What follows belongs to an exercise in optimizing a design on an open flow for a short achievable clock period and few clock cycles; a production flow would make more cautious choices.
Only simulation tests tie the RTL to the original design; equivalence was not proved.
The flow treats the clock pin as an ideal source, which a real chip does not have.
Power and IR drop assume default switching activity.

== R ==
==> flow/design.v (excerpt) <==
module hankel_column_generator #(
   parameter int MAX_WINDOW = hcg_pkg::DEFAULT_MAX_WINDOW
) (
   input  logic                                clock,
   input  logic                                reset,
   input  logic                                req_valid,
   output logic                                req_ready,
   input  logic [hcg_pkg::COORD_BITS-1:0]      req_x_coord,
   input  logic [hcg_pkg::COORD_BITS-1:0]      req_y_coord,
   input  logic                                req_starts_track,
   output logic                                rsp_valid,
   input  logic                                rsp_ready,
   output logic [hcg_pkg::COORD_BITS-1:0]      rsp_element,
   output logic [hcg_pkg::ROW_BITS-1:0]        rsp_row_index,
   output logic [hcg_pkg::COL_BITS-1:0]        rsp_column_index,
   output logic                                rsp_column_end,
   input  logic                                csr_write_en,
   input  logic [hcg_pkg::CSR_INDEX_BITS-1:0]  csr_index,
   input  logic [hcg_pkg::CSR_DATA_BITS-1:0]   csr_write_data
);
   localparam int SLOT_BITS = 6;                  
   localparam int PTR_BITS  = SLOT_BITS + 1;      
   localparam int STORE_SLOTS = 1 << SLOT_BITS;
   localparam int DQ_DEPTH  = 8;                  
   localparam int OQ_DEPTH  = 3;                  
   localparam logic [WINDOW_BITS-1:0] MAX_W = WINDOW_BITS'(MAX_WINDOW);
   localparam int D_W    = 0;
   localparam int D_LAY  = D_W + WINDOW_BITS;
   localparam int D_COL  = D_LAY + 1;
   localparam int D_OLD  = D_COL + COL_BITS;
   localparam int D_P    = D_OLD + SLOT_BITS;
   localparam int DW     = D_P + PTR_BITS;
   localparam int EW     = COORD_BITS + ROW_BITS + COL_BITS + 1;
   logic                      ready_ff;
   logic                      s1_v;
   logic [COORD_BITS-1:0]     s1_x, s1_y;
   logic                      s1_st;
   logic                      c1_we;
  ...
Size in the first run: ~6400 cells after synthesis, ~3300 flip-flops, roughly 87 I/O pins, roughly 110000 sq um of cells after synthesis.
clock: 4.5 ns
lec_check: 0
abc_clock_period_in_ps: 2000
cap_margin: 20
core_margin: 2
core_utilization: 50
setup_slack_margin: 2.4
slew_margin: 20
tns_end_percent: 100
standard.sh (not shown) runs the stock make flow with config.mk's settings and CLKGATE_MAP_FILE= SYNTH_SCRIPT=/design/flow/synth_recipe.tcl, a recipe that flattens the netlist after the stock synthesis.
==> flow/flow/run.sh <==
#!/bin/bash
set -euo pipefail
R=orfs/results/${FLOW_PLATFORM}/hankel_column_generator/base
bash standard.sh synth > standard_synth.log 2>&1
bash standard.sh cts > standard_cts.log 2>&1
ODB_IN=$R/4_cts.odb ODB_OUT=$R/4_cts_cttop.odb \
   openroad -no_init -exit flow/cttop.tcl > cttop.log 2>&1
cp $R/4_cts_cttop.odb $R/4_cts.odb
touch $R/4_cts.sdc
bash standard.sh finish > standard_finish.log 2>&1
test -f out/final.def
Other scripts of this flow, unchanged in this note and not shown: flow/flow/cttop.tcl
Testbench counts of R, summed over its fixed seeds: cycles 55,994.
## Diff of input files: Q against R
diff --git a/flow/design.v b/flow/design.v
--- a/flow/design.v
+++ b/flow/design.v
@@ -199,47 +199,40 @@
       end else begin
          s3_v <= t_v;
       end
       s3_has                    <= t_has;
       s3_d[D_P +: PTR_BITS]     <= t_p;
       s3_d[D_OLD +: SLOT_BITS]  <= t_old;
       s3_d[D_COL +: COL_BITS]   <= hi_adj[SEEN_BITS-7] ? COL_MAX : {hi_adj[SEEN_BITS-8:0], t_lo[5:0]};
       s3_d[D_LAY]               <= t_lay;
       s3_d[D_W +: WINDOW_BITS]  <= t_w;
    end
    logic [DQ_DEPTH*DW-1:0] dq;
-   logic [2:0]             dq_wr, dq_rd, dq_rd1;    
    logic [DW-1:0]          dq0;
-   logic [DW-1:0]          dq_nxt;
    logic [DQ_DEPTH-1:0]    dq_v;
    logic                   dq_push;
    logic                   dq_pop;
    assign dq_push = s3_v & s3_has;
-   assign dq_nxt  = dq_v[1] ? dq[dq_rd1*DW +: DW] : s3_d;
+   assign dq0     = dq[DW-1:0];
    always_ff @(posedge clock) begin
       for (int i = 0; i < DQ_DEPTH; i++) begin
-         if (dq_push && dq_wr == 3'(i)) dq[i*DW +: DW] <= s3_d;
+         if (dq_pop) begin
+            if (i == DQ_DEPTH - 1 || !dq_v[(i+1) % DQ_DEPTH]) dq[i*DW +: DW] <= s3_d;
+            else dq[i*DW +: DW] <= dq[((i+1) % DQ_DEPTH)*DW +: DW];
+         end else begin
+            if (!dq_v[i]) dq[i*DW +: DW] <= s3_d;
+         end
       end
-      if (dq_pop)        dq0 <= dq_nxt;
-      else if (!dq_v[0]) dq0 <= s3_d;
       if (reset) begin
-         dq_v   <= '0;
-         dq_wr  <= '0;
-         dq_rd  <= '0;
-         dq_rd1 <= 3'd1;
+         dq_v  <= '0;
       end else begin
-         if (dq_push) dq_wr <= dq_wr + 1'b1;
-         if (dq_pop) begin
-            dq_rd  <= dq_rd + 1'b1;
-            dq_rd1 <= dq_rd1 + 1'b1;
-         end
          for (int i = 0; i < DQ_DEPTH; i++) begin
             if (dq_pop) begin
                dq_v[i] <= ((i == DQ_DEPTH - 1) ? 1'b0 : dq_v[(i+1) % DQ_DEPTH])
                           | (dq_push & dq_v[i]);
             end else begin
                dq_v[i] <= dq_v[i] | (dq_push & ((i == 0) ? 1'b1 : dq_v[(i+DQ_DEPTH-1) % DQ_DEPTH]));
             end
          end
       end
    end
    localparam int GROUPS = STORE_SLOTS / 8;
@@ -256,61 +249,60 @@
    logic [COL_BITS-1:0]    c_col;
    logic                   c_lay;
    logic                   c_end;
    logic                   c_wrap;
    logic [ROW_BITS-1:0]    c_wm2;
    logic [ROW_BITS-1:0]    c_e2;
    logic [16*GROUPS-1:0]   g_sel;       
    logic [GROUPS-1:0]      g_half;      
    logic                   cred_ff;
    logic                   issue;
    logic [7:0]             d_old_oh;
-   logic                   m_pop, m_hold, m_iss, m_il, m_stw, m_stn;
+   logic                   m_pop, m_hold, m_il, m_stw, m_stn;
    assign issue    = cv & cred_ff;
    assign m_pop    = dq_pop;
    assign m_hold   = ~dq_pop & ~issue;
-   assign m_iss    = ~dq_pop & issue;
    assign m_il     = ~dq_pop & issue & (c_lay == LAYOUT_INTERLEAVED);
    assign m_stw    = ~dq_pop & issue & (c_lay != LAYOUT_INTERLEAVED) & c_wrap;
    assign m_stn    = ~dq_pop & issue & (c_lay != LAYOUT_INTERLEAVED) & ~c_wrap;
    assign dq_pop   = dq_v[0] & (~cv | (issue & c_end));
    assign d_old_oh = onehot8(dq0[D_OLD +: 3]);
    always_ff @(posedge clock) begin
       if (dq_pop) begin
          c_p      <= dq0[D_P +: PTR_BITS];
          c_slot   <= dq0[D_OLD +: SLOT_BITS];
          c_slot2  <= dq0[D_OLD +: SLOT_BITS];
          c_oldest <= dq0[D_OLD +: SLOT_BITS];
          c_old_oh <= d_old_oh;
          c_row    <= '0;
          c_col    <= dq0[D_COL +: COL_BITS];
          c_lay    <= dq0[D_LAY];
+         c_end    <= 1'b0;
+         c_wrap   <= dq0[D_LAY] & (dq0[D_W +: WINDOW_BITS] == WINDOW_BITS'(1));
          c_wm2    <= ROW_BITS'(dq0[D_W +: WINDOW_BITS]) - ROW_BITS'(2);
          c_e2     <= {dq0[D_W +: ROW_BITS-1], 1'b0} - ROW_BITS'(2);
       end else if (issue) begin
          c_row  <= c_row + 1'b1;
+         c_end  <= (c_row == c_e2);
+         c_wrap <= c_lay & (c_row == c_wm2);
          if (c_lay == LAYOUT_INTERLEAVED) begin
             if (g_half[0]) c_slot <= c_slot + 1'b1;
             if (g_half[1]) c_slot2 <= c_slot2 + 1'b1;
          end else if (c_wrap) begin
             c_slot  <= c_oldest;
             c_slot2 <= c_oldest;
          end else begin
             c_slot  <= c_slot + 1'b1;
             c_slot2 <= c_slot2 + 1'b1;
          end
       end
-      c_end  <= (m_iss & (c_row == c_e2)) | (m_hold & c_end);
-      c_wrap <= (m_pop & dq0[D_LAY] & (dq0[D_W +: WINDOW_BITS] == WINDOW_BITS'(1)))
-              | (m_iss & c_lay & (c_row == c_wm2))
-              | (m_hold & c_wrap);
       for (int g = 0; g < GROUPS; g++) begin
          g_sel[16*g +: 16] <=
               ({16{m_pop}}  & {8'b0, d_old_oh})
             | ({16{m_il &  g_half[g]}} & {8'b0, g_sel[16*g + 8 +: 7], g_sel[16*g + 15]})
             | ({16{m_il & ~g_half[g]}} & {g_sel[16*g +: 8], 8'b0})
             | ({16{m_stw}}  & {c_old_oh, 8'b0})
             | ({16{m_stn}}  & {g_sel[16*g + 8 +: 7], g_sel[16*g + 15],
                                g_sel[16*g +: 7],     g_sel[16*g + 7]})
             | ({16{m_hold}} & g_sel[16*g +: 16]);
          g_half[g] <= (m_il & ~g_half[g]) | m_stw | ((m_stn | m_hold) & g_half[g]);
       end
### Flow results
- Against R, power consumed by the clock network in Q rose slightly.
- Against R, worst setup slack in Q came out worse.
- Looking only at power consumed by combinational cells, and setting everything else aside, the lower value of R and Q goes to R.
- NOTE wire length R->Q decreased by a few percent
- Going from R to Q, maximum frequency from static timing analysis shrinks by about 2.6%.
- [Q] wire length on met3 fell 13% relative to R
- [compare] base=R new=Q: count of buffers not belonging to the clock network in the layout neither gained nor lost much; detail-routed via count per cell decreased about 1.9%.
- The final reports for Q and R show flip-flop and latch share of the layout cell area lower in the former.
Testbench counts of Q, summed over its fixed seeds: cycles 55,994.

-- separate check: timing with driven ports --
In the flow no input, the clock included, has a driving cell. The finished layouts below were timed again as built, in two steps. Step 1 sets driving cells, clkbuf_16 on the clock port and buf_2 on the other inputs (assumed; they add their load-dependent delay and slew). Step 2 times the ports against the registers' clock, not the clock port: input delays grow and output delays shrink by t, the midpoint of the rising clock arrivals with the driver on. Three values: ideal, step 1, step 2; two values: the first two.
run | t, ns | slack for setup (ns) | hold slack, ns
R | 0.805 | 2.388 / 2.207 / 1.911 | 0.324 / 0.204 / 0.324
Q | 0.825 | 2.331 / 2.202 / 1.953 | 0.286 / 0.183 / 0.286
After both steps every run listed still meets setup and hold. For R, which loses most, drivers alone change the setup slack by -0.181 ns; drivers and shift together by -0.477 ns.
